Background: an optimization exercise with open tools, aiming at small area, a short achievable clock period and few clock cycles per item. Do not read the settings as production practice.
The RTL was checked by simulation tests, not by an equivalence proof against the original design.

### flow/design.v
package ldpc_pkg;
    localparam int LIFT_Z   = 8;
    localparam int NUM_ROWS = 2;
    localparam int NUM_COLS = 4;
    localparam int CODE_N   = NUM_COLS * LIFT_Z;
    localparam int LLR_W    = 6;
    localparam int VEC_W    = LIFT_Z * LLR_W;
    localparam int APP_W    = NUM_COLS * VEC_W;
    localparam int CMSG_W   = 16;
    localparam int ROWMSG_W = LIFT_Z * CMSG_W;
    typedef logic [LIFT_Z*LLR_W-1:0]  llr_vec_t;
    typedef logic [3:0]               iter_t;
endpackage
`timescale 1ns/1ps
module decode_ctrl #(
    parameter int NUM_ITER_MAX = 10
) (
    input  logic         clk,
    input  logic         rst_n,
    input  logic         in_req,
    input  logic [1:0]   in_col,
    input  logic [47:0]  in_llr,
    input  logic [3:0]   max_iter,
    input  logic         out_ack,
    input  logic         syndrome_zero,
    input  logic [31:0]  hard_bits,
    output logic         in_ack,
    output logic         slot_free,    
    output logic         row_p,
    output logic [191:0] ld,
    output logic         out_req,
    output logic [31:0]  decoded,
    output logic [3:0]   iterations_used,
    output logic         decode_success,
    output logic [15:0]  cycle_count
);
    logic [191:0] fbuf;
    logic [191:0] fbuf_d;
    logic [3:0]   flim;
    logic [3:0]   flim_d;
    logic [47:0]  stg_llr;
    logic [1:0]   stg_col;
    logic [3:0]   stg_mi;
    logic         stg_v;
    logic [1:0]   beat_cnt;
    logic         buf_full;      
    logic         acc;
    logic         start;
    assign acc = in_req && !in_ack && (!buf_full || start);
    always_comb begin
        fbuf_d = fbuf;
        for (int c = 0; c < 4; c++)
            if (stg_v && stg_col == 2'(c))
                fbuf_d[48*c +: 48] = stg_llr;
        flim_d = flim;
        if (stg_v && stg_col == 2'd0)
            flim_d = (stg_mi > 4'(NUM_ITER_MAX)) ? 4'(NUM_ITER_MAX) : stg_mi;
    end
    always_ff @(posedge clk) begin
        fbuf    <= fbuf_d;
        flim    <= flim_d;
        stg_llr <= in_llr;
        stg_col <= in_col;
        stg_mi  <= max_iter;
    end
    always_comb begin
        for (int j = 0; j < 4; j++) begin
            for (int p = 0; p < 8; p++) begin
                logic [5:0] x;
                x = fbuf_d[(j*8 + ((p + j) % 8))*6 +: 6];
                ld[(j*8 + p)*6 +: 6] = {x[5], x[4:1], x[0] | (x[5] & ~|x[4:0])};
            end
        end
    end
    logic       a_v, a_row;
    logic [3:0] a_k, a_lim;
    logic [1:0] a_tag;
    logic       p_v, p_row, p_last;
    logic [3:0] p_k, p_lim;
    logic [1:0] p_tag;
    logic       c_v, c_last;
    logic [3:0] c_k;
    logic [1:0] c_tag;
    logic       fin, kill;
    logic [2:0] seq;            
    logic [2:0] optr;           
    logic [2:0] inflight;       
    logic [3:0] r_valid;
    logic       out_done;
    assign fin      = c_v && (syndrome_zero || c_last);
    assign kill     = fin && !c_last;        
    assign inflight = seq - optr;
    assign slot_free = !p_v || p_last;
    assign start    = slot_free && buf_full && !inflight[2];
    assign row_p    = p_row;
    assign out_done = out_req && out_ack;
    always_ff @(posedge clk or negedge rst_n) begin
        if (!rst_n) begin
            in_ack   <= 1'b0;
            stg_v    <= 1'b0;
            beat_cnt <= '0;
            buf_full <= 1'b0;
            a_v      <= 1'b0;
            p_v      <= 1'b0;
            c_v      <= 1'b0;
            seq      <= '0;
            optr     <= '0;
            r_valid  <= '0;
            out_req  <= 1'b0;
        end else begin
            in_ack <= in_ack ? in_req : acc;
            stg_v  <= acc;
            if (acc) beat_cnt <= beat_cnt + 1'b1;
            buf_full <= (acc && beat_cnt == 2'd3) || (buf_full && !start);
            p_v <= a_v && !kill;
            a_v <= (p_v && !p_last) || start;
            c_v <= p_v && p_row;
            if (start) seq <= seq + 1'b1;
            if (fin) r_valid[c_tag] <= 1'b1;
            if (out_done) optr <= optr + 1'b1;
            if (out_req) begin
                if (out_ack) begin
                    out_req         <= 1'b0;
                    r_valid[optr[1:0]] <= 1'b0;
                end
            end else if (r_valid[optr[1:0]] && !out_ack) begin
                out_req <= 1'b1;
            end
        end
    end
    always_ff @(posedge clk) begin
        p_row   <= a_row;
        p_last  <= a_row && (a_k + 1'b1 >= a_lim);
        p_k     <= a_k;
        p_lim   <= a_lim;
        p_tag   <= a_tag;
        c_last  <= p_last;
        c_k     <= p_k + 1'b1;
        c_tag   <= p_tag;
        if (slot_free) begin
            a_row   <= 1'b0;
            a_k     <= '0;
            a_lim   <= flim_d;
            a_tag   <= seq[1:0];
        end else begin
            a_row   <= !p_row;
            a_k     <= p_k + 4'(p_row);
            a_lim   <= p_lim;
            a_tag   <= p_tag;
        end
    end
    logic [3:0][31:0] r_dec;
    logic [3:0][3:0]  r_it;
    logic [3:0]       r_ok;
    always_ff @(posedge clk) begin
        for (int t = 0; t < 4; t++) begin
            if (fin && c_tag == 2'(t)) begin
                r_dec[t] <= hard_bits;
                r_it[t]  <= c_k;
                r_ok[t]  <= syndrome_zero;
            end
        end
    end
    always_ff @(posedge clk) begin
        decoded         <= r_dec[optr[1:0]];
        iterations_used <= r_it[optr[1:0]];
        decode_success  <= r_ok[optr[1:0]];
        cycle_count     <= {12'd0, r_it[optr[1:0]]} + {10'd0, r_it[optr[1:0]], 2'b00};
    end
endmodule
`timescale 1ns/1ps
module app_memory (
    input  logic         clk,
    input  logic         start,        
    input  logic         row,          
    input  logic [191:0] ld,
    input  logic [191:0] upd,
    output logic [191:0] app,
    output logic [31:0]  hard_q        
);
    logic [191:0] rot;
    for (genvar j = 0; j < 4; j++) begin : g_col
        localparam int D0 = (j == 0) ? 0 : (j == 1) ? 6 : (j == 2) ? 5 : 4;
        localparam int D1 = (j == 0) ? 0 : (j == 1) ? 2 : (j == 2) ? 3 : 4;
        for (genvar p = 0; p < 8; p++) begin : g_lane
            localparam int I0 = (p + 8 - D0) % 8;
            localparam int I1 = (p + 8 - D1) % 8;
            assign rot[(j*8 + p)*6 +: 6] = row ? upd[(j*8 + I1)*6 +: 6] : upd[(j*8 + I0)*6 +: 6];
        end
    end
    always_ff @(posedge clk) begin
        for (int j = 0; j < 4; j++) begin
            for (int i = 0; i < 8; i++) begin
                hard_q[j*8 + ((i + ((j == 0) ? 0 : (j == 1) ? 3 : (j == 2) ? 5 : 7)) % 8)] <=
                    upd[(j*8 + i)*6 + 5];
            end
        end
    end
    always_ff @(posedge clk) begin
        if (start)
            app <= ld;
        else
            app <= rot;
    end
endmodule
`timescale 1ns/1ps
module cn_stage1 (
    input  logic [23:0] app,         
    input  logic [23:0] nr,          
    output logic [23:0] q,           
    output logic [19:0] sc,          
    output logic [5:0]  lt           
);
    logic [5:0] ad [4];
    always_comb begin
        for (int j = 0; j < 4; j++) begin
            logic [6:0] dj;
            logic [4:0] mq;
            logic [6:0] t;
            dj = {app[6*j+5], app[6*j +: 6]} + {nr[6*j+5], nr[6*j +: 6]};
            if (!dj[6] && dj[5])
                q[6*j +: 6] = 6'b011111;
            else if (dj[6] && (!dj[5] || dj[4:0] == 5'd0))
                q[6*j +: 6] = 6'b100001;
            else
                q[6*j +: 6] = dj[5:0];
            ad[j] = (dj[5:0] ^ {6{dj[6]}}) + {5'd0, dj[6]};
            mq = ad[j][5] ? 5'd31 : ad[j][4:0];
            t  = {2'b00, mq} + {1'b0, mq, 1'b0};
            sc[5*j +: 5] = t[6:2];
        end
        lt[0] = ad[1] < ad[0];
        lt[1] = ad[2] < ad[0];
        lt[2] = ad[2] < ad[1];
        lt[3] = ad[3] < ad[0];
        lt[4] = ad[3] < ad[1];
        lt[5] = ad[3] < ad[2];
    end
endmodule
module cn_stage2 (
    input  logic [23:0] q,           
    input  logic [19:0] sc,
    input  logic [5:0]  lt,
    output logic [23:0] app_new,
    output logic [15:0] msg_new      
);
    logic [4:0] s [4];
    logic [4:0] rm [4];       
    logic       l10, l20, l21, l30, l31, l32;
    logic [3:0] amin;         
    logic [3:0] sq;
    logic       par;
    assign {l32, l31, l30, l21, l20, l10} = lt;
    always_comb begin
        for (int j = 0; j < 4; j++) begin
            s[j]  = sc[5*j +: 5];
            sq[j] = q[6*j + 5];
        end
        rm[0] = (!l21 && !l31) ? s[1] : (!l32 ? s[2] : s[3]);
        rm[1] = (!l20 && !l30) ? s[0] : (!l32 ? s[2] : s[3]);
        rm[2] = ( l10 && !l31) ? s[1] : (!l30 ? s[0] : s[3]);
        rm[3] = ( l10 && !l21) ? s[1] : (!l20 ? s[0] : s[2]);
        amin[0] = !l10 && !l20 && !l30;
        amin[1] =  l10 && !l21 && !l31;
        amin[2] =  l20 &&  l21 && !l32;
        amin[3] =  l30 &&  l31 &&  l32;
        par = sq[0] ^ sq[1] ^ sq[2] ^ sq[3];
    end
    always_comb begin
        for (int j = 0; j < 4; j++) begin
            logic       ng;
            logic [6:0] d;
            ng = par ^ sq[j];
            d  = {q[6*j+5], q[6*j +: 6]} + ({2'b00, rm[j]} ^ {7{ng}}) + {6'd0, ng};
            if (!d[6] && d[5])
                app_new[6*j +: 6] = 6'b011111;
            else if (d[6] && (!d[5] || d[4:0] == 5'd0))
                app_new[6*j +: 6] = 6'b100001;
            else
                app_new[6*j +: 6] = d[5:0];
        end
    end
    always_comb begin
        logic [4:0] m1s, m2s;
        logic [1:0] idx;
        m1s = ({5{amin[0]}} & s[0]) | ({5{amin[1]}} & s[1]) |
              ({5{amin[2]}} & s[2]) | ({5{amin[3]}} & s[3]);
        m2s = ({5{amin[0]}} & rm[0]) | ({5{amin[1]}} & rm[1]) |
              ({5{amin[2]}} & rm[2]) | ({5{amin[3]}} & rm[3]);
        idx = {amin[2] | amin[3], amin[1] | amin[3]};
        msg_new = {sq ^ {4{par}}, idx, m2s, m1s};
    end
endmodule
module layer_unit (
    input  logic         clk,
    input  logic         msg_clear,    
    input  logic [191:0] app,          
    output logic [191:0] upd           
);
    logic [191:0] p_q;
    logic [159:0] p_sc;
    logic [47:0]  p_lt;
    logic [127:0] m2, m1;
    logic [191:0] m0;
    logic [127:0] msg_n;
    logic [191:0] s1_q;
    logic [159:0] s1_sc;
    logic [47:0]  s1_lt;
    logic [191:0] x_nr;
    for (genvar i = 0; i < 8; i++) begin : g_cn
        logic [23:0] a_in, nr_in, a_out;
        for (genvar j = 0; j < 4; j++) begin : g_col
            assign a_in[6*j +: 6]         = app[(j*8 + i)*6 +: 6];
            assign upd[(j*8 + i)*6 +: 6]  = a_out[6*j +: 6];
        end
        assign nr_in = m0[24*i +: 24];
        cn_stage1 u_s1 (
            .app (a_in),
            .nr  (nr_in),
            .q   (s1_q[24*i +: 24]),
            .sc  (s1_sc[20*i +: 20]),
            .lt  (s1_lt[6*i +: 6])
        );
        cn_stage2 u_s2 (
            .q       (p_q[24*i +: 24]),
            .sc      (p_sc[20*i +: 20]),
            .lt      (p_lt[6*i +: 6]),
            .app_new (a_out),
            .msg_new (msg_n[16*i +: 16])
        );
        always_comb begin
            logic [15:0] c;
            logic [4:0]  mg;
            c = m1[16*i +: 16];
            for (int j = 0; j < 4; j++) begin
                mg = (c[11:10] == 2'(j)) ? c[9:5] : c[4:0];
                x_nr[24*i + 6*j +: 6] = c[12 + j] ? {1'b0, mg} : -{1'b0, mg};
            end
        end
    end
    always_ff @(posedge clk) begin
        p_q  <= s1_q;
        p_sc <= s1_sc;
        p_lt <= s1_lt;
        m1   <= m2;
        if (msg_clear) begin
            m2 <= '0;
            m0 <= '0;
        end else begin
            m2 <= msg_n;
            m0 <= x_nr;
        end
    end
endmodule
`timescale 1ns/1ps
module syndrome_check (
    input  logic [31:0] hard_bits,
    output logic        syndrome_zero
);
    logic [15:0] syn;
    always_comb begin
        for (int i = 0; i < 8; i++) begin
            syn[i]     = hard_bits[i] ^ hard_bits[8 + ((i + 1) % 8)] ^
                         hard_bits[16 + ((i + 2) % 8)] ^ hard_bits[24 + ((i + 3) % 8)];
            syn[8 + i] = hard_bits[i] ^ hard_bits[8 + ((i + 3) % 8)] ^
                         hard_bits[16 + ((i + 5) % 8)] ^ hard_bits[24 + ((i + 7) % 8)];
        end
    end
    assign syndrome_zero = ~|syn;
endmodule
`timescale 1ns/1ps
module ldpc_decoder_top #(
    parameter int NUM_ITER_MAX = 10
) (
    input  logic               clk,
    input  logic               rst_n,
    input  logic               in_req,
    input  logic [1:0]         in_col,
    input  ldpc_pkg::llr_vec_t in_llr,
    input  ldpc_pkg::iter_t    max_iter,
    output logic               in_ack,
    input  logic               out_ack,
    output logic               out_req,
    output logic [31:0]        decoded,
    output ldpc_pkg::iter_t    iterations_used,
    output logic               decode_success,
    output logic [15:0]        cycle_count
);
    logic         slot_free;
    logic         row_p;
    logic [191:0] ld;
    logic [191:0] app;
    logic [191:0] upd;
    logic [31:0]  hard_bits;
    logic         syndrome_zero;
    decode_ctrl #(
        .NUM_ITER_MAX (NUM_ITER_MAX)
    ) u_ctrl (
        .clk             (clk),
        .rst_n           (rst_n),
        .in_req          (in_req),
        .in_col          (in_col),
        .in_llr          (in_llr),
        .max_iter        (max_iter),
        .out_ack         (out_ack),
        .syndrome_zero   (syndrome_zero),
        .hard_bits       (hard_bits),
        .in_ack          (in_ack),
        .slot_free       (slot_free),
        .row_p           (row_p),
        .ld              (ld),
        .out_req         (out_req),
        .decoded         (decoded),
        .iterations_used (iterations_used),
        .decode_success  (decode_success),
        .cycle_count     (cycle_count)
    );
    app_memory u_app (
        .clk   (clk),
        .start (slot_free),
        .row   (row_p),
        .ld    (ld),
        .upd    (upd),
        .app    (app),
        .hard_q (hard_bits)
    );
    layer_unit u_layer (
        .clk       (clk),
        .msg_clear (slot_free),
        .app       (app),
        .upd       (upd)
    );
    syndrome_check u_syn (
        .hard_bits     (hard_bits),
        .syndrome_zero (syndrome_zero)
    );
endmodule
### flow/run.sh
#!/bin/bash
# synth_recipe.tcl (not shown) runs the flow's synth.tcl, then flattens the netlist and writes it again
# the make line also repeats each setting of config.mk as NAME=value (left out here)
make -C /OpenROAD-flow-scripts/flow DESIGN_CONFIG=/design/flow/config.mk WORK_HOME=/design/flow/orfs CLKGATE_MAP_FILE= SYNTH_SCRIPT=/design/flow/synth_recipe.tcl finish
### flow/config.mk
export PLATFORM = sky130hd
export DESIGN_NAME = ldpc_decoder_top
export DESIGN_NICKNAME = ldpc_decoder_top
export VERILOG_FILES = /design/flow/design.v
export SDC_FILE = /design/flow/constraint.sdc
export NUM_CORES = 4
export LEC_CHECK = 0
export ABC_AREA = 1
export CAP_MARGIN = 20
export CORE_MARGIN = 2
export CORE_UTILIZATION = 65
export SLEW_MARGIN = 20
### flow/constraint.sdc
create_clock -name core_clock -period 15.0 [get_ports {clk}]
set_input_delay 3.0000 -clock core_clock [delete_from_list [all_inputs] [get_ports {clk}]]
set_output_delay 3.0000 -clock core_clock [all_outputs]
set_load 0.01 [all_outputs]
==> impl_metrics.json, run 1 <==
{
  "status": "finished clean",
  "cts_resized": 0,
  "synth_area_leaders": "dfxtp_1 31%, ha_1 11%, nand2_1 11%",
  "crit_required_ps": 12000,
  "dp_hpwl_um": 213000,
  "die_area_um2": 140000,
  "cp_slowest_cell": "clkdlybuf4s50_1",
  "initial_core_util": 0.655,
  "cp-start-kind": "flop",
  "crit_fanout": 4,
  "synth-async-reset-ratio": 0.0122,
  "ys_types": 74,
  "fin_crit_sh": 0.318,
  "syn-cell-area_um2": 88900,
  "wl_um": 274000,
  "final-instance-count-excl-fill": 13800,
  "yosysTopAreaCell": "dfxtp_1",
  "grt_pass1_wl_um": 419000,
  "ant_nets": 0,
  "ys_ff_latch": 1561,
  "cts_max_level": 4,
  "drv_cap": 0,
  "min_period_ps": 4770,
  "via_per_inst": 5.78,
  "pin_count": 113,
  "worstHoldPathType": "reg2reg",
  "cts_root_buffer": "clkbuf_16",
  "port_buffers": 103,
  "synth_area_per_cell_um2": 7.59,
  "ys_seq_area_frac": 0.369,
  "cts_tree": "built",
  "cp-end-kind": "output port",
  "track_usage": 0.382,
  "synth_edf_count": 148,
  "cts_made_buffers": 167,
  "syn_to_final_growth_pct": 9.76,
  "fin_skew_ps": 31.8,
  "coreArea_um2": 136000,
  "globalplace.congestion": 1.03,
  "first_iter_violations": 8510,
  "worstPathArrival_ps": 1770,
  "first_pass_iters": 8,
  "fin_nets": 12800,
  "via_count": 79500,
  "placedCellCount": 13400,
  "worstPathCellList": "clkdlybuf4s50_1",
  "drive_gt1_frac": 0.0617,
  "fin_util": 0.719,
  "grt_pass1_vias": 74900,
  "cts.sinks": 1561,
  "slew_violations": 0,
  "setup_violations": 0,
  "synth_warnings": 9,
  "path_buf_inv": 1,
  "wl_per_cell_um": 19.9,
  "fp-row-count": 135,
  "syn_inst": 11700,
  "die_y_um": 374,
  "slowest_delay_ps": 560,
  "yosysTopAreaCellShare": 0.314,
  "slew_headroom": 0.236,
  "worst_pin_slew_ps": 1150,
  "gr-total-overflow": 0,
  "clk_pin_slew_ps": 70,
  "stdcell_area_um2": 97600,
  "finalHoldViolCount": 0,
  "tns_ps": 0,
  "post_cts_buffers": 0,
  "rsz0062_at_grt": "false",
  "synth_ff_type": "dfxtp_1",
  "grt_max_degree": 104,
  "cts_hold_buf": 0,
  "crit_family": "buffers and inverters",
  "antenna_found_initial": 23,
  "path_class": "reg2out",
  "place_area_um2": 91700,
  "fp.dieW_um": 374,
  "drc": 0,
  "clock_latency_ps": 830,
  "timing.fmax_ghz": 0.210,
  "clock_tree.buffer_depth": 3
}
registers in the layout, indices dropped and copies added (netlist names), 16 cells and up:
signal / flops
u_layer.m2: 128
u_ctrl.stg_llr: 48
u_ctrl.fbuf: 192
u_app.hard_q: 32
u_app.app: 192
u_layer.m1: 128
u_ctrl.r_dec: 128
u_ctrl.r_it: 16
u_layer.m0: 192
u_layer.p_sc: 160
u_ctrl.decoded: 32
u_layer.p_q: 192
u_layer.p_lt: 48
final cells by class:
class | instances | area (µm²)
Antenna cell | 7 | 17.5
Sequential cell | 1561 | 32800
Clock buffer | 227 | 4780
Multi-Input combinational cell | 8118 | 48400
Fill cell | 10700 | 38100
Inverter | 1832 | 6900
Tap cell | 1781 | 2230
Clock inverter | 86 | 1100
Timing Repair Buffer | 144 | 1340
final timing paths:
check,depth (start not counted),startpoint,slack [ps],end
max in group asynchronous,1,rst_n,11720,u_ctrl.optr[0]$_DFFE_PN0P_
min in group asynchronous,1,rst_n,2680,u_ctrl.in_ack$_DFF_PN0_
hold reg to reg,0,u_layer.m2[94]$_SDFF_PN0_,320,u_layer.m1[94]$_DFF_P_
hold / removal,0,u_layer.m2[94]$_SDFF_PN0_,320,u_layer.m1[94]$_DFF_P_
setup / recovery,1,u_ctrl.out_req$_DFF_PN0_,10230,out_req
setup reg to reg,9,u_ctrl.p_v$_DFF_PN0_,10760,u_app.app[6]$_DFF_P_
routing by layer:
metal / track usage / wire length (µm)
met5: 0 / 62
met4: 0.180 / 13800
met3: 0.0763 / 26400
met2: 0.606 / 121000
met1: 0.502 / 113000
layout by cell type, fill, tap and decap left out, types with 18 or more instances in the layout:
master              n
nand3_2            23
nand2_1          2587
nand3_1           803
inv_2              59
o22ai_1            73
edfxtp_1          148
bufinv_16          18
nor2_1            542
a31oi_1            20
buf_4              40
xnor2_1           161
clkdlybuf4s50_1   103
clkinv_2           25
o21ai_0           951
a21oi_1           629
or2_1              28
ha_1              780
dfxtp_1          1394
or2_2             105
nand4_1            68
xor2_1            353
nand3b_1           50
dfrtp_1            18
and2_1             26
clkbuf_16         171
nor4_1             20
o21bai_1           61
a211oi_1           34
nand2_2           122
nor3_1            178
inv_1            1762
nand2_4            39
clkbuf_1           27
o21ai_1            58
a41oi_1            36
and3_1             18
clkbuf_8           29
fa_1               97
o211ai_1           59
logic make-up (layout without fill, tap and decap cells):
| family | count (synthesis) | in the layout | synth area share |
|---|---|---|---|
| AOI/OAI and AO/OA | 2027 | 2027 | 0.126 |
| and+or+nand+nor | 4657 | 4657 | 0.230 |
| other | 1 | 16 | 0.0000422 |
| xor gates and xnor gates | 525 | 525 | 0.0531 |
| adders and majority gates | 883 | 883 | 0.132 |
| muxes | 17 | 17 | 0.00193 |
| buffers and inverters | 2042 | 2289 | 0.0875 |
| DFF | 1561 | 1561 | 0.369 |
cells in the mapped netlist, types with 9 or more instances:
| cell | instances |
|---|---|
| clkbuf_1 | 144 |
| a22oi_1 | 15 |
| inv_1 | 1764 |
| or2_2 | 105 |
| dfrtp_1 | 19 |
| fa_1 | 97 |
| o22ai_1 | 73 |
| mux2i_1 | 16 |
| o21ai_1 | 58 |
| nor2_1 | 545 |
| nand4_1 | 68 |
| buf_2 | 37 |
| nor4_1 | 20 |
| a211oi_1 | 34 |
| a41oi_1 | 36 |
| edfxtp_1 | 148 |
| ha_1 | 780 |
| a21oi_1 | 629 |
| a21boi_1 | 9 |
| nand2_1 | 2587 |
| dfxtp_1 | 1394 |
| nor3_1 | 180 |
| inv_2 | 58 |
| buf_4 | 13 |
| buf_1 | 16 |
| a31oi_1 | 20 |
| nor2_2 | 10 |
| o211ai_1 | 59 |
| nand3_2 | 23 |
| or2_1 | 28 |
| xnor2_1 | 161 |
| nand3_1 | 805 |
| and3_1 | 18 |
| a21o_1 | 14 |
| xor2_1 | 353 |
| o21ai_2 | 12 |
| nand2_2 | 122 |
| nand2_4 | 39 |
| a221oi_1 | 16 |
| o21ai_0 | 951 |
| nand3b_1 | 50 |
| and2_1 | 26 |
| or2_0 | 15 |
| o21bai_1 | 61 |
stage by stage:
stage / setup slack (ps) / hold slack, ps
after global placement: 10890 / 310
after detailed placement: 10890 / 312
final: 10230 / 320
after CTS: 10200 / 323
after floorplan: 11510 / 310
after global routing: 10170 / 329
Testbench counts, summed over its fixed seeds: cycles 13,359, frames 1,200.
==> inputs of run 2 (changes only) <==
==> flow/flow/run.sh (new file) <==
#!/bin/bash
# Layout flow: the standard flow, with the port buffers made of
# sky130_fd_sc_hd__buf_4 instead of the default (slower) delay buffer.
set -euo pipefail
export BUFFER_PORTS_ARGS="-buffer_cell sky130_fd_sc_hd__buf_4"
bash standard.sh > standard_flow.log 2>&1
==> flow/standard.sh (new file) <==
#!/bin/bash
# synth_recipe.tcl (not shown) runs the flow's synth.tcl, then flattens the netlist and writes it again
# the make line also repeats each setting of config.mk as NAME=value (left out here)
make -C /OpenROAD-flow-scripts/flow DESIGN_CONFIG=/design/flow/config.mk WORK_HOME=/design/flow/orfs CLKGATE_MAP_FILE= SYNTH_SCRIPT=/design/flow/synth_recipe.tcl "${@:-finish}"
removed: flow/run.sh
==> impl_metrics.json, run 2 <==
{
  "status": "finished clean",
  "synth_area_per_cell_um2": 7.59,
  "ant_nets": 0,
  "timing.rr.start": "u_layer.p_q[5]$_SDFF_PP0_",
  "grtUsageMet3": 0.0697,
  "cts_max_level": 4,
  "place_area_um2": 91500,
  "drc": 0,
  "synth-async-reset-ratio": 0.0122,
  "clk_pin_slew_ps": 60,
  "stdcell_area_um2": 97300,
  "slew_violations": 0,
  "yosysTopAreaCellShare": 0.314,
  "cts_hold_buf": 0,
  "r2r_slack_ps": 10900,
  "preCtsSetupSlack_ps": 11040,
  "cts_root_buffer": "clkbuf_16",
  "setup_violations": 0,
  "synth_commonest_cells": "2587 x nand2_1, 1764 x inv_1, 1394 x dfxtp_1",
  "cts_made_buffers": 164,
  "grt_util_met1": 0.503,
  "clock_tree.buffer_depth": 3,
  "drv_cap": 0,
  "die_y_um": 374,
  "first_pass_iters": 7,
  "cp-end-kind": "output port",
  "synth-adder-area-share": 0.132,
  "rsz0062_at_grt": "false",
  "fin_nets": 12800,
  "cts_resized": 0,
  "drive_gt1_frac": 0.0702,
  "yosys.cell_count.top_type": "nand2_1",
  "fp.dieW_um": 374,
  "first_iter_violations": 8520,
  "cp_slowest_cell": "dfrtp_1",
  "wl_per_cell_um": 20.3,
  "pin_count": 113,
  "clock_latency_ps": 820,
  "path_buf_inv": 1,
  "reg2regPathDepth": 19,
  "crit_cells": 1,
  "worstHoldPathType": "reg2reg",
  "slew_headroom": 0.265,
  "final_common_cell": "nand2_1",
  "synth-xor-area-share": 0.0531,
  "layout_common_cells": "2587 x nand2_1, 1762 x inv_1, 1394 x dfxtp_1, 951 x o21ai_0, 803 x nand3_1",
  "antenna_found_initial": 19,
  "fin_crit_sh": 0.293,
  "crit_family": "flip-flops",
  "ys_seq_area_frac": 0.369,
  "port_buffers": 103,
  "ys_ff_latch": 1561,
  "coreArea_um2": 136000,
  "synth_edf_count": 148,
  "synth_area_leaders": "dfxtp_1 31%, ha_1 11%, nand2_1 11%",
  "cp-start-kind": "flop",
  "grt_pass1_vias": 76600,
  "post_cts_buffers": 0,
  "dp_hpwl_um": 215000,
  "grt_busiest_layer": "met2",
  "gr-total-overflow": 0,
  "endpoint": "out_req",
  "globalplace.congestion": 1.02,
  "syn-cell-area_um2": 88900,
  "slowest_delay_ps": 430,
  "crit_start": "u_ctrl.out_req$_DFF_PN0_",
  "worst_pin_slew_ps": 1090,
  "synth_top_family_by_area": "simple AND/OR/NAND/NOR gates",
  "via_count": 80400,
  "die_area_um2": 140000,
  "syn_to_final_growth_pct": 9.41,
  "track_usage": 0.387,
  "synth_ff_type": "dfxtp_1",
  "grt_pass1_wl_um": 425000,
  "ys_types": 74,
  "path_class": "reg2out",
  "worstPathArrival_ps": 1400,
  "cts_tree": "built",
  "synth-compound-area-share": 0.126,
  "initial_core_util": 0.655,
  "fp-row-count": 135,
  "timing.fmax_ghz": 0.227,
  "synth_warnings": 9,
  "finalHoldViolCount": 0,
  "tns_ps": 0,
  "wl_um": 279000,
  "grt_max_degree": 180,
  "min_period_ps": 4400,
  "syn_inst": 11700,
  "worstPathCellList": "buf_4",
  "crit_required_ps": 12000,
  "cts.sinks": 1561,
  "synth_simple_gate_area_share": 0.230,
  "yosysTopAreaCell": "dfxtp_1",
  "fin_skew_ps": 31.0,
  "grt_util_met2": 0.623,
  "via_per_inst": 5.84,
  "timing.rr.end": "u_app.app[114]$_DFF_P_",
  "crit_fanout": 4,
  "fin_ws_ps": 10600,
  "muxShareOfSynthArea": 0.00193,
  "fin_util": 0.717
}
-- run 2: cell counts after synthesis --
No cell type changed its count.
-- run 2: worst min-delay path by stage --
stage                         startpoint                       to  slack [ps]  depth (start not counted)
6_report       u_layer.m2[12]$_SDFF_PN0_   u_layer.m1[12]$_DFF_P_         320                          0
3_5_place_dp   u_layer.m2[32]$_SDFF_PN0_   u_layer.m1[32]$_DFF_P_         310                          0
3_3_place_gp   u_layer.m2[35]$_SDFF_PN0_   u_layer.m1[35]$_DFF_P_         310                          0
5_1_grt        u_layer.m2[22]$_SDFF_PN0_   u_layer.m1[22]$_DFF_P_         320                          0
2_1_floorplan    u_ctrl.a_tag[0]$_DFF_P_  u_ctrl.p_tag[0]$_DFF_P_         310                          0
4_1_cts        u_layer.m2[12]$_SDFF_PN0_   u_layer.m1[12]$_DFF_P_         320                          0
-- run 2: logic make-up (layout without fill, tap and decap cells) --
logic type / after synthesis / in the layout
AO/OA/AOI/OAI: 2027 / 2027
multiplexers: 17 / 17
buffers and inverters: 2042 / 2284
XOR/XNOR: 525 / 525
other: 1 / 19
adder cells (fa/ha/maj): 883 / 883
flip-flops: 1561 / 1561
AND/OR/NAND/NOR: 4657 / 4657
-- run 2: layer usage --
metal / part of all wire / wire [µm]
met3: 0.094 / 26100
met5: 0.00036 / 101
met4: 0.051 / 14100
met2: 0.45 / 124000
met1: 0.41 / 114000
-- run 2: final cells by class --
cell class | instances | area, µm²
Antenna cell | 10 | 25.0
Timing Repair Buffer | 150 | 1140
Inverter | 1832 | 6900
Tap cell | 1781 | 2230
Clock buffer | 222 | 4690
Multi-Input combinational cell | 8118 | 48400
Clock inverter | 80 | 1070
Fill cell | 10800 | 38400
Sequential cell | 1561 | 32800
-- run 2: per-stage QoR --
stage               instances  hold WS (ps)
detailed placement      13400           312
global placement        13400           310
floorplan               11700           310
CTS                     13700           323
finish                  13800           318
global route            13700           323
==> inputs of run 3 (changes only) <==
--- a/flow/design.v
+++ b/flow/design.v
@@ -28,3 +28,2 @@
     output logic         slot_free,    
-    output logic         row_p,
     output logic [191:0] ld,
@@ -94,3 +93,2 @@
     assign start    = slot_free && buf_full && !inflight[2];
-    assign row_p    = p_row;
     assign out_done = out_req && out_ack;
@@ -174,5 +172,4 @@
     input  logic         start,        
-    input  logic         row,          
     input  logic [191:0] ld,
-    input  logic [191:0] upd,
+    input  logic [191:0] upd,          
     output logic [191:0] app,
@@ -180,10 +177,7 @@
 );
-    logic [191:0] rot;
+    logic [191:0] nxt;
     for (genvar j = 0; j < 4; j++) begin : g_col
-        localparam int D0 = (j == 0) ? 0 : (j == 1) ? 6 : (j == 2) ? 5 : 4;
-        localparam int D1 = (j == 0) ? 0 : (j == 1) ? 2 : (j == 2) ? 3 : 4;
-        for (genvar p = 0; p < 8; p++) begin : g_lane
-            localparam int I0 = (p + 8 - D0) % 8;
-            localparam int I1 = (p + 8 - D1) % 8;
-            assign rot[(j*8 + p)*6 +: 6] = row ? upd[(j*8 + I1)*6 +: 6] : upd[(j*8 + I0)*6 +: 6];
+        localparam int E = (j == 0) ? 0 : (j == 1) ? 2 : (j == 2) ? 3 : 4;
+        for (genvar k = 0; k < 8; k++) begin : g_lane
+            assign nxt[(j*8 + ((E + 8 - k) % 8))*6 +: 6] = upd[(j*8 + k)*6 +: 6];
         end
@@ -192,5 +186,5 @@
         for (int j = 0; j < 4; j++) begin
-            for (int i = 0; i < 8; i++) begin
-                hard_q[j*8 + ((i + ((j == 0) ? 0 : (j == 1) ? 3 : (j == 2) ? 5 : 7)) % 8)] <=
-                    upd[(j*8 + i)*6 + 5];
+            for (int k = 0; k < 8; k++) begin
+                hard_q[j*8 + ((((j == 0) ? 0 : (j == 1) ? 3 : (j == 2) ? 5 : 7) + 8 - k) % 8)] <=
+                    upd[(j*8 + k)*6 + 5];
             end
@@ -202,3 +196,3 @@
         else
-            app <= rot;
+            app <= nxt;
     end
@@ -389,3 +383,2 @@
     logic         slot_free;
-    logic         row_p;
     logic [191:0] ld;
@@ -409,3 +402,2 @@
         .slot_free       (slot_free),
-        .row_p           (row_p),
         .ld              (ld),
@@ -420,3 +412,2 @@
         .start (slot_free),
-        .row   (row_p),
         .ld    (ld),
==> flow/flow/run.sh (replaced) <==
#!/bin/bash
# Layout flow: the standard flow, with the port buffers made of
# sky130_fd_sc_hd__buf_4 instead of the default (slower) delay buffer,
# and timing repair asked to aim well below the clock period (the
# constraints themselves are unchanged).
set -euo pipefail
export BUFFER_PORTS_ARGS="-buffer_cell sky130_fd_sc_hd__buf_4"
export SETUP_SLACK_MARGIN=10.8
bash standard.sh > standard_flow.log 2>&1
==> impl_metrics.json, run 3 <==
{
  "rsz0062_at_grt": "true",
  "reg2regPathDepth": 18,
  "gr-total-overflow": 0,
  "fp-row-count": 135,
  "clock_tree.buffer_depth": 3,
  "synth-async-reset-ratio": 0.0122,
  "status": "finished clean",
  "timing.fmax_ghz": 0.229,
  "track_usage": 0.379,
  "clk_pin_slew_ps": 60,
  "ant_nets": 0,
  "drv_cap": 0,
  "drive_gt1_frac": 0.0774,
  "path_class": "reg2out",
  "stdcell_area_um2": 98200,
  "crit_start": "u_ctrl.out_req$_DFF_PN0_",
  "place_area_um2": 91700,
  "timing.rr.start": "u_app.app[170]$_DFF_P_",
  "syn_to_final_growth_pct": 10.1,
  "port_buffers": 103,
  "slowest_delay_ps": 390,
  "grt_pass1_wl_um": 418000,
  "min_to": "u_layer.m1[103]$_DFF_P_",
  "synth_area_leaders": "dfxtp_1 31%, ha_1 11%, nand2_1 11%",
  "die_y_um": 374,
  "drc": 0,
  "synth_warnings": 9,
  "die_area_um2": 140000,
  "ys_ff_latch": 1561,
  "wl_um": 272000,
  "first_pass_iters": 7,
  "synth_edf_count": 148,
  "dp_hpwl_um": 206000,
  "worstPathArrival_ps": 1370,
  "r2r_slack_ps": 10780,
  "final_common_cell": "nand2_1",
  "cts_max_level": 4,
  "worstHoldPathCells": 0,
  "yosysTopAreaCellShare": 0.313,
  "layout_common_cells": "2599 x nand2_1, 1788 x inv_1, 1354 x dfxtp_1, 982 x o21ai_0, 785 x ha_1",
  "globalplace.congestion": 1.00,
  "timing.rr.end": "u_layer.p_sc[98]$_DFF_P_",
  "min_period_ps": 4370,
  "fin_nets": 12800,
  "via_per_inst": 5.79,
  "synth_ff_type": "dfxtp_1",
  "cp-end-kind": "output port",
  "crit_family": "flip-flops",
  "worstPathCellList": "buf_6",
  "yosys.cell_count.top_type": "nand2_1",
  "cp_slowest_cell": "dfrtp_1",
  "setup_violations": 0,
  "syn_inst": 11800,
  "worstHoldPathType": "reg2reg",
  "cts_made_buffers": 168,
  "cts.sinks": 1561,
  "cp-start-kind": "flop",
  "synth_area_per_cell_um2": 7.59,
  "slew_headroom": 0.305,
  "grt_max_degree": 213,
  "syn-cell-area_um2": 89200,
  "fin_skew_ps": 60.6,
  "grt_pass1_vias": 76200,
  "antenna_found_initial": 18,
  "ys_seq_area_frac": 0.368,
  "slew_violations": 0,
  "tns_ps": 0,
  "fin_crit_sh": 0.291,
  "worst_pin_slew_ps": 1040,
  "coreArea_um2": 136000,
  "grt_util_met2": 0.599,
  "crit_fanout": 2,
  "pin_count": 113,
  "fp.dieW_um": 374,
  "wl_per_cell_um": 19.7,
  "first_iter_violations": 8188,
  "grtUsageMet3": 0.0699,
  "finalHoldViolCount": 0,
  "clock_latency_ps": 850,
  "synth_commonest_cells": "2599 x nand2_1, 1790 x inv_1, 1394 x dfxtp_1",
  "via_count": 80000,
  "min_from": "u_layer.m2[103]$_SDFF_PN0_",
  "grt_util_met1": 0.495,
  "cts_tree": "built",
  "cts_root_buffer": "clkbuf_16",
  "crit_required_ps": 12000,
  "ys_types": 69,
  "path_buf_inv": 1,
  "grt_busiest_layer": "met2",
  "yosysTopAreaCell": "dfxtp_1",
  "initial_core_util": 0.657
}
## run 3: changes by cell type after synthesis, sizes merged, moves of 8 or more
cell	change
nor2	+46
nand3	-43
nand4	+31
xor2	-30
o21ai	+29
o211ai	-18
a21oi	+16
clkbuf	-16
nor3	+11
a21boi	-10
a22oi	-9
a31oi	+8
nand3b	+8
## run 3: worst max path at each step
| stage | depth (start not counted) | to | slack, ps |
|---|---|---|---|
| 6_report | 1 | out_req | 10630 |
| 5_1_grt | 1 | out_req | 10600 |
| 4_1_cts | 1 | out_req | 10620 |
| 3_5_place_dp | 18 | u_layer.p_sc[98]$_DFF_P_ | 11000 |
| 3_3_place_gp | 18 | u_layer.p_sc[98]$_DFF_P_ | 11100 |
| 2_1_floorplan | 4 | u_ctrl.r_valid[3]$_DFF_PN0_ | 11500 |
## run 3: routing by layer
layer,wire (µm),up-vias
met3,25000,721
met5,50,-
met4,14900,8
li1,-,38500
met1,112000,37200
met2,120000,3628
## run 3: timing repair
| item | 4_1_cts | 5_1_grt |
|---|---|---|
| resized for setup | 75 | 14 |
| pin swaps | 0 | 0 |
| endpoints found under the setup margin | 46 | 47 |
| hold buffers | 0 | 0 |
| setup buffers | 2 | 1 |
## run 3: area by class of cell
class / instances / area (µm²)
inverters: 1837 / 6900
diodes: 11 / 27.5
clock buffers: 210 / 4570
fillers: 10600 / 37600
repair buffers: 143 / 1260
well taps: 1781 / 2230
clock inverters: 104 / 1680
multi-input cells: 8163 / 48700
flip-flops and latches: 1561 / 32900
## run 3: logic make-up (layout without fill, tap and decap cells)
| logic type | count (synthesis) | after routing | share of synthesized area |
|---|---|---|---|
| buffers and inverters | 2037 | 2294 | 0.0873 |
| AO/OA/AOI/OAI | 2051 | 2051 | 0.127 |
| XOR/XNOR | 496 | 496 | 0.0495 |
| flip-flops | 1561 | 1561 | 0.368 |
| AND/OR/NAND/NOR | 4703 | 4703 | 0.234 |
| multiplexers | 19 | 19 | 0.00217 |
| other | 1 | 20 | 0.0000420 |
| adder cells (fa/ha/maj) | 885 | 885 | 0.132 |
## run 3: through the flow
step                      worst slack, ps  hold slack, ps  utilization  instances
final                               10630             285        0.723      13800
after global routing                10600             297        0.723      13800
after CTS                           10620             289        0.723      13800
after detailed placement            11000             312        0.675      13500
after global placement              11100             310        0.675      13500
after floorplan                     11500             310            -      11800
Testbench counts of run 3, summed over its fixed seeds: cycles 13,359, frames 1,200.
==> inputs of run 4 (changes only) <==
==> flow/flow/run.sh (replaced) <==
#!/bin/bash
# Layout flow: the standard flow, with the port buffers made of
# sky130_fd_sc_hd__buf_4 instead of the default (slower) delay buffer.
set -euo pipefail
export BUFFER_PORTS_ARGS="-buffer_cell sky130_fd_sc_hd__buf_4"
bash standard.sh > standard_flow.log 2>&1
--- a/flow/config.mk
+++ b/flow/config.mk
@@ -11,2 +11,4 @@
 export CORE_UTILIZATION = 65
+export CTS_CLUSTER_DIAMETER = 100
+export CTS_CLUSTER_SIZE = 25
 export SLEW_MARGIN = 20
==> impl_metrics.json, run 4 <==
{
  "worstPathCellList": "buf_4",
  "timing.fmax_ghz": 0.233,
  "path_buf_inv": 1,
  "synth_commonest_cells": "2599 x nand2_1, 1790 x inv_1, 1394 x dfxtp_1",
  "antenna_found_initial": 15,
  "synth_ff_type": "dfxtp_1",
  "via_per_inst": 5.77,
  "worstHoldPathType": "reg2reg",
  "ant_nets": 0,
  "yosysTopAreaCell": "dfxtp_1",
  "cts_tree": "built",
  "first_pass_iters": 7,
  "yosys.cell_count.top_type": "nand2_1",
  "syn_inst": 11800,
  "finalHoldViolCount": 0,
  "synth_area_leaders": "dfxtp_1 31%, ha_1 11%, nand2_1 11%",
  "fp-row-count": 135,
  "pin_count": 113,
  "status": "finished clean",
  "drv_cap": 0,
  "dp_hpwl_um": 206000,
  "grt_pass1_vias": 74100,
  "fin_nets": 12700,
  "cts_max_level": 3,
  "cts_resized": 0,
  "fin_crit_sh": 0.287,
  "syn_to_final_growth_pct": 5.31,
  "track_usage": 0.366,
  "drive_gt1_frac": 0.0583,
  "crit_fanout": 3,
  "rsz0062_at_grt": "false",
  "fin_skew_ps": 24.0,
  "ys_types": 69,
  "path_class": "reg2out",
  "first_iter_violations": 8175,
  "drc": 0,
  "clock_latency_ps": 740,
  "clock_tree.buffer_depth": 3,
  "wl_um": 263000,
  "cts_made_buffers": 74,
  "slowest_delay_ps": 410,
  "cts.sinks": 1561,
  "cts_root_buffer": "clkbuf_16",
  "grt_pass1_wl_um": 405000,
  "worst_pin_slew_ps": 1040,
  "ys_seq_area_frac": 0.368,
  "fin_util": 0.692,
  "fp.dieW_um": 374,
  "synth_warnings": 9,
  "via_count": 78400,
  "synth_area_per_cell_um2": 7.59,
  "placedCellCount": 13500,
  "syn-cell-area_um2": 89200,
  "grt_max_degree": 213,
  "yosysTopAreaCellShare": 0.313,
  "die_y_um": 374,
  "synth_edf_count": 148,
  "ys_ff_latch": 1561,
  "min_period_ps": 4300,
  "worstPathArrival_ps": 1300,
  "tns_ps": 0,
  "crit_family": "flip-flops",
  "cp_slowest_cell": "dfrtp_1",
  "wl_per_cell_um": 19.3,
  "cp-end-kind": "output port",
  "globalplace.congestion": 1.00,
  "final_common_cell": "nand2_1",
  "port_buffers": 103,
  "post_cts_buffers": 0,
  "die_area_um2": 140000,
  "cts_hold_buf": 0,
  "final-instance-count-excl-fill": 13600,
  "final.fill_count": 11300,
  "slew_violations": 0,
  "initial_core_util": 0.657,
  "crit_required_ps": 12000,
  "coreArea_um2": 136000,
  "layout_common_cells": "2599 x nand2_1, 1788 x inv_1, 1394 x dfxtp_1, 982 x o21ai_0, 785 x ha_1",
  "cp-start-kind": "flop",
  "gr-total-overflow": 0,
  "setup_violations": 0,
  "slew_headroom": 0.306,
  "synth-async-reset-ratio": 0.0122,
  "clk_pin_slew_ps": 110
}
==> run 4: cell count changes in the layout (fill, tap and decap cells not counted), moves of 8 or more <==
cell / before / now
buf_4: 96 / 139
buf_6: 46 / 0
bufinv_16: 29 / 3
clkbuf_1: 22 / 13
clkbuf_16: 169 / 74
clkbuf_8: 19 / 3
clkinv_16: 13 / 0
clkinv_2: 34 / 1
clkinv_4: 9 / 0
dfxtp_1: 1354 / 1394
dfxtp_2: 38 / 0
inv_6: 8 / 0
==> run 4: per-layer routing <==
layer,vias to the layer above,part of all wire,global-route usage,wire length (µm)
met5,-,0.00013,0,34
met4,6,0.051,0.166,13400
met3,600,0.088,0.0637,23300
met2,3248,0.44,0.581,116000
met1,36400,0.42,0.487,110000
li1,38200,-,-,-
==> run 4: kinds of logic after synthesis <==
kind of cell / share of synthesized area
AOI/OAI and AO/OA: 0.127
xor gates and xnor gates: 0.0495
adders and majority gates: 0.132
buffers and inverters: 0.0873
DFF: 0.368
muxes: 0.00217
other: 0.0000420
and+or+nand+nor: 0.234
==> run 4: final timing paths <==
check	startpoint	end	slack, ps	cells past startpoint
setup / recovery	u_ctrl.in_ack$_DFF_PN0_	in_ack	10700	1
hold / removal	u_layer.m2[15]$_SDFF_PN0_	u_layer.m1[15]$_DFF_P_	320	0
setup reg to reg	u_app.app[168]$_DFF_P_	u_layer.p_sc[98]$_DFF_P_	10880	19
hold reg to reg	u_layer.m2[15]$_SDFF_PN0_	u_layer.m1[15]$_DFF_P_	320	0
max in group asynchronous	rst_n	u_ctrl.optr[0]$_DFFE_PN0P_	12650	1
min in group asynchronous	rst_n	u_ctrl.in_ack$_DFF_PN0_	2120	1
==> run 4: area by class of cell <==
class	count	area (µm²)	share of cell area
Tap cell	1781	2230	0.0237
Sequential cell	1561	32800	0.350
Antenna cell	13	32.5	0.000346
Timing Repair Buffer	140	1060	0.0113
Multi-Input combinational cell	8163	48700	0.518
Inverter	1837	6900	0.0735
Clock buffer	90	1940	0.0207
Clock inverter	15	272	0.00289
==> run 4: stage by stage <==
stage	instance area, µm²	setup WS (ps)	hold slack, ps
final	93900	10700	323
after global routing	93900	10640	332
after CTS	93900	10650	328
after detailed placement	91700	11000	312
after global placement	91700	11100	310
after floorplan	89200	11500	310
==> inputs of run 5 (changes only) <==
--- a/flow/config.mk
+++ b/flow/config.mk
@@ -10,3 +10,3 @@
 export CORE_MARGIN = 2
-export CORE_UTILIZATION = 65
+export CORE_UTILIZATION = 75
 export CTS_CLUSTER_DIAMETER = 100
==> impl_metrics.json, run 5 <==
{
  "fp-row-count": 126,
  "final.fill_count": 7992,
  "path_class": "reg2out",
  "via_per_inst": 6.11,
  "fin_util": 0.793,
  "syn_to_final_growth_pct": 4.86,
  "clock_latency_ps": 730,
  "clk_pin_slew_ps": 100,
  "track_usage": 0.433,
  "fin_crit_sh": 0.286,
  "rsz0062_at_grt": "false",
  "endpoint": "out_req",
  "fin_skew_ps": 37.3,
  "port_buffers": 103,
  "wl_per_cell_um": 20.2,
  "ys_ff_latch": 1561,
  "worstHoldPathType": "reg2reg",
  "final_common_cell": "nand2_1",
  "cp-end-kind": "output port",
  "initial_core_util": 0.756,
  "tns_ps": 0,
  "slew_violations": 0,
  "syn_inst": 11800,
  "wl_um": 270000,
  "grt_max_degree": 239,
  "cts_hold_buf": 0,
  "cp_slowest_cell": "dfrtp_1",
  "status": "finished clean",
  "r2r_slack_ps": 10870,
  "grt_pass1_vias": 78200,
  "synth_area_per_cell_um2": 7.59,
  "timing.fmax_ghz": 0.233,
  "clock_tree.buffer_depth": 3,
  "die_y_um": 349,
  "fin_nets": 12700,
  "synth_edf_count": 148,
  "via_count": 81600,
  "cts_made_buffers": 73,
  "gr-total-overflow": 0,
  "ys_seq_area_frac": 0.368,
  "synth_area_leaders": "dfxtp_1 31%, ha_1 11%, nand2_1 11%",
  "cts_resized": 0,
  "slowest_delay_ps": 410,
  "first_iter_violations": 9810,
  "preCtsSetupSlack_ps": 11060,
  "timing.rr.end": "u_layer.p_sc[98]$_DFF_P_",
  "grt_pass1_wl_um": 416000,
  "timing.rr.start": "u_app.app[170]$_DFF_P_",
  "drc": 0,
  "path_buf_inv": 1,
  "drv_cap": 0,
  "yosysTopAreaCellShare": 0.313,
  "worstPathArrival_ps": 1290,
  "crit_required_ps": 12000,
  "cts.sinks": 1561,
  "globalplace.congestion": 1.03,
  "setup_violations": 0,
  "worst_pin_slew_ps": 1120,
  "ant_nets": 0,
  "die_area_um2": 122000,
  "cts_root_buffer": "clkbuf_16",
  "synth_commonest_cells": "2599 x nand2_1, 1790 x inv_1, 1394 x dfxtp_1",
  "cp-start-kind": "flop",
  "slew_headroom": 0.243,
  "finalHoldViolCount": 0,
  "pin_count": 113,
  "drive_gt1_frac": 0.0579,
  "reg2regPathDepth": 18,
  "cts_tree": "built",
  "crit_start": "u_ctrl.out_req$_DFF_PN0_",
  "cts_max_level": 3,
  "yosys.cell_count.top_type": "nand2_1",
  "dp_hpwl_um": 207000,
  "min_period_ps": 4290,
  "crit_family": "flip-flops",
  "post_cts_buffers": 0,
  "fin_ws_ps": 10710,
  "crit_cells": 1,
  "first_pass_iters": 10,
  "synth_warnings": 9,
  "synth_ff_type": "dfxtp_1",
  "layout_common_cells": "2599 x nand2_1, 1788 x inv_1, 1394 x dfxtp_1, 980 x o21ai_0, 785 x ha_1",
  "fp.dieW_um": 349,
  "crit_fanout": 3,
  "coreArea_um2": 118000,
  "yosysTopAreaCell": "dfxtp_1",
  "synth-async-reset-ratio": 0.0122,
  "worstPathCellList": "buf_4",
  "ys_types": 69,
  "antenna_found_initial": 28,
  "syn-cell-area_um2": 89200
}
[run 5: cell count changes in the layout (fill, tap and decap cells not counted), moves of 2 or more]
cell / change
bufinv_16: -2
o21ai_1: +2
buf_4: +2
nor3_2: -2
diode_2: +10
nor3_1: +2
o21ai_0: -2
clkinv_8: -4
[run 5: cell type report]
cell class	instances	area, µm²	area share
Tap cell	1536	1920	0.0205
Clock inverter	12	189	0.00202
Clock buffer	88	1900	0.0203
Inverter	1837	6900	0.0738
Timing Repair Buffer	142	1080	0.0115
Multi-Input combinational cell	8163	48600	0.520
Antenna cell	23	57.6	0.000615
Sequential cell	1561	32800	0.351
[run 5: cell families after synthesis]
family / count (synthesis) / synth area share
AO/OA/AOI/OAI: 2051 / 0.127
XOR/XNOR: 496 / 0.0495
adder cells (fa/ha/maj): 885 / 0.132
buffers and inverters: 2037 / 0.0873
flip-flops: 1561 / 0.368
multiplexers: 19 / 0.00217
other: 1 / 0.0000420
AND/OR/NAND/NOR: 4703 / 0.234
[run 5: through the flow]
stage               instances  hold WS [ps]  instance area (µm²)
detailed placement      13200           312                91400
CTS                     13300           326                93500
finish                  13400           331                93500
global route            13300           337                93500
floorplan               11800           310                89200
global placement        13200           310                91400
[run 5: worst min-delay path by stage]
stage,from,endpoint,slack [ps],cells past startpoint
finish,u_layer.m2[102]$_SDFF_PN0_,u_layer.m1[102]$_DFF_P_,330,0
global route,u_layer.m2[3]$_SDFF_PN0_,u_layer.m1[3]$_DFF_P_,340,0
CTS,u_layer.m2[9]$_SDFF_PN0_,u_layer.m1[9]$_DFF_P_,330,0
detailed placement,u_layer.m2[11]$_SDFF_PN0_,u_layer.m1[11]$_DFF_P_,310,0
global placement,u_layer.m2[125]$_SDFF_PN0_,u_layer.m1[125]$_DFF_P_,310,0
floorplan,u_ctrl.a_tag[0]$_DFF_P_,u_ctrl.p_tag[0]$_DFF_P_,310,0
[run 5: per-layer routing]
layer | up-vias | share of wire | track usage
li1 | 38200 | - | -
met1 | 37600 | 0.38 | 0.529
met2 | 4671 | 0.44 | 0.689
met3 | 1078 | 0.11 | 0.101
met4 | 10 | 0.069 | 0.273
met5 | - | 0.00023 | 0
==> inputs of run 6 (changes only) <==
--- a/flow/config.mk
+++ b/flow/config.mk
@@ -10,5 +10,3 @@
 export CORE_MARGIN = 2
-export CORE_UTILIZATION = 75
-export CTS_CLUSTER_DIAMETER = 100
-export CTS_CLUSTER_SIZE = 25
+export CORE_UTILIZATION = 65
 export SLEW_MARGIN = 20
==> impl_metrics.json, run 6 <==
{
  "rsz0062_at_grt": "false",
  "clk_pin_slew_ps": 60,
  "stdcell_area_um2": 98000,
  "cts_max_level": 4,
  "wl_per_cell_um": 19.6,
  "via_per_inst": 5.77,
  "slew_violations": 0,
  "crit_fanout": 3,
  "synth_area_leaders": "dfxtp_1 31%, ha_1 11%, nand2_1 11%",
  "ys_seq_area_frac": 0.368,
  "finalHoldViolCount": 0,
  "timing.fmax_ghz": 0.227,
  "synth-async-reset-ratio": 0.0122,
  "antenna_found_initial": 19,
  "port_buffers": 103,
  "gr-total-overflow": 0,
  "synth_ff_type": "dfxtp_1",
  "cts_tree": "built",
  "synth_warnings": 9,
  "ys_ff_latch": 1561,
  "syn_inst": 11800,
  "placedCellCount": 13500,
  "clock_tree.buffer_depth": 3,
  "layout_common_cells": "2599 x nand2_1, 1788 x inv_1, 1394 x dfxtp_1, 982 x o21ai_0, 785 x ha_1",
  "grt_pass1_wl_um": 415000,
  "fin_nets": 12800,
  "synth_edf_count": 148,
  "die_y_um": 374,
  "min_period_ps": 4400,
  "via_count": 79700,
  "fp-row-count": 135,
  "worst_pin_slew_ps": 1030,
  "coreArea_um2": 136000,
  "grt_pass1_vias": 76000,
  "globalplace.congestion": 1.00,
  "initial_core_util": 0.657,
  "final_common_cell": "nand2_1",
  "dp_hpwl_um": 206000,
  "syn_to_final_growth_pct": 9.83,
  "ys_types": 69,
  "ant_nets": 0,
  "final-instance-count-excl-fill": 13800,
  "place_area_um2": 91700,
  "cts.sinks": 1561,
  "die_area_um2": 140000,
  "first_pass_iters": 6,
  "path_buf_inv": 1,
  "path_class": "reg2out",
  "worstPathCellList": "buf_4",
  "slowest_delay_ps": 400,
  "drive_gt1_frac": 0.0737,
  "grt_max_degree": 213,
  "post_cts_buffers": 0,
  "yosysTopAreaCellShare": 0.313,
  "drc": 0,
  "fin_util": 0.721,
  "cp_slowest_cell": "dfrtp_1",
  "synth_commonest_cells": "2599 x nand2_1, 1790 x inv_1, 1394 x dfxtp_1",
  "track_usage": 0.376,
  "fp.dieW_um": 374,
  "fin_skew_ps": 58.4,
  "min_from": "u_layer.m2[99]$_SDFF_PN0_",
  "yosysTopAreaCell": "dfxtp_1",
  "clock_latency_ps": 840,
  "cts_resized": 0,
  "timing.rr.start": "u_app.app[168]$_DFF_P_",
  "slew_headroom": 0.314,
  "tns_ps": 0,
  "status": "finished clean",
  "cp-start-kind": "flop",
  "setup_violations": 0,
  "pin_count": 113,
  "worstHoldPathType": "reg2reg",
  "first_iter_violations": 8176,
  "cts_made_buffers": 168,
  "crit_family": "flip-flops",
  "drv_cap": 0,
  "syn-cell-area_um2": 89200,
  "wl_um": 270000,
  "final.fill_count": 10700,
  "cts_hold_buf": 0,
  "cts_root_buffer": "clkbuf_16",
  "synth_area_per_cell_um2": 7.59,
  "cp-end-kind": "output port",
  "yosys.cell_count.top_type": "nand2_1",
  "crit_required_ps": 12000,
  "worstPathArrival_ps": 1400,
  "fin_crit_sh": 0.293,
  "crit_start": "u_ctrl.out_req$_DFF_PN0_"
}
## run 6: cell counts after synthesis
No cell type changed its count.
## run 6: worst paths after layout
path / endpoint / slack (ps) / cells after the start
worst max-delay path: out_req / 10600 / 1
worst min-delay path: u_layer.m1[99]$_DFF_P_ / 280 / 0
worst max register to register: u_layer.p_sc[98]$_DFF_P_ / 10750 / 19
worst min register to register: u_layer.m1[99]$_DFF_P_ / 280 / 0
max in group asynchronous: u_ctrl.beat_cnt[1]$_DFFE_PN0P_ / 12740 / 1
min in group asynchronous: u_ctrl.buf_full$_DFF_PN0_ / 2020 / 1
## run 6: logic make-up (layout without fill, tap and decap cells)
family	Yosys count	count (layout)	synth area share
AND/OR/NAND/NOR	4703	4703	0.234
multiplexers	19	19	0.00217
adder cells (fa/ha/maj)	885	885	0.132
buffers and inverters	2037	2291	0.0873
flip-flops	1561	1561	0.368
other	1	19	0.0000420
XOR/XNOR	496	496	0.0495
AO/OA/AOI/OAI	2051	2051	0.127
## run 6: worst register-to-register path, stage by stage, from the launching register on
cell	delay, ps
dfxtp_1	580
ha_1	260
inv_1	60
fa_1	390
o21ai_1	210
nand2_1	80
nand2_1	80
o21ai_2	120
xor2_1	180
ha_1	180
nand2_1	70
a21oi_1	160
xor2_1	500
nand2_1	260
ha_1	400
nand2_1	80
nor2_1	40
a211oi_1	240
nand3b_1	150
nand2_1	60
## run 6: area by class of cell
type / instances / area (µm²) / share of cell area
antenna: 10 / 25.0 / 0.000255
clock buffer: 210 / 4570 / 0.0467
clock inverter: 104 / 1680 / 0.0172
inverter: 1837 / 6900 / 0.0705
multi-input combinational: 8163 / 48700 / 0.497
sequential: 1561 / 32800 / 0.335
tap: 1781 / 2230 / 0.0227
timing repair buffer: 140 / 1060 / 0.0109
## run 6: per-stage QoR
step                setup slack [ps]  hold WS, ps
finish                         10600          282
global route                   10560          297
CTS                            10580          289
detailed placement             11000          312
global placement               11100          310
floorplan                      11500          310
## run 6: per-layer routing
| metal | part of all wire | track usage | up-vias |
|---|---|---|---|
| met5 | 0.00022 | 0 | - |
| met4 | 0.056 | 0.192 | 10 |
| met3 | 0.090 | 0.0697 | 719 |
| met2 | 0.44 | 0.593 | 3523 |
| met1 | 0.42 | 0.494 | 37000 |
| li1 | - | - | 38500 |

==> re-timing with driven ports <==
No port has a modelled driver above. Below, the same layouts with a new extraction and two added sets of constraints.
Step 1 assumes that a clkbuf_16 drives the clock port and a buf_2 every other input.
Step 2 times the ports against the registers' clock, not the clock port: input delays grow and output delays shrink by t, the midpoint of the rising clock arrivals with the driver on.
Three values: ideal ports, drivers, drivers and shift; two values: the first two.
run | t, ns | slack for setup (ns) | hold WS [ns] | worst setup path after step 2 | clock arrival spread, ns
run 1 | 0.895 | 10.229 / 10.149 / 10.762 | 0.320 / 0.320 / 0.320 | register to register | 0.033 / 0.032
run 2 | 0.891 | 10.599 / 10.512 / 10.900 | 0.318 / 0.318 / 0.318 | register to register | 0.035 / 0.036
run 3 | 0.914 | 10.635 / 10.544 / 10.778 | 0.285 / 0.285 / 0.285 | register to register | 0.073 / 0.074
run 4 | 0.821 | 10.701 / 10.610 / 10.879 | 0.323 / 0.323 / 0.323 | register to register | 0.025 / 0.026
run 5 | 0.797 | 10.713 / 10.630 / 10.871 | 0.331 / 0.331 / 0.331 | register to register | 0.041 / 0.041
run 6 | 0.912 | 10.601 / 10.511 / 10.753 | 0.282 / 0.282 / 0.282 | register to register | 0.071 / 0.071
After both steps setup and hold are still met in every run listed.
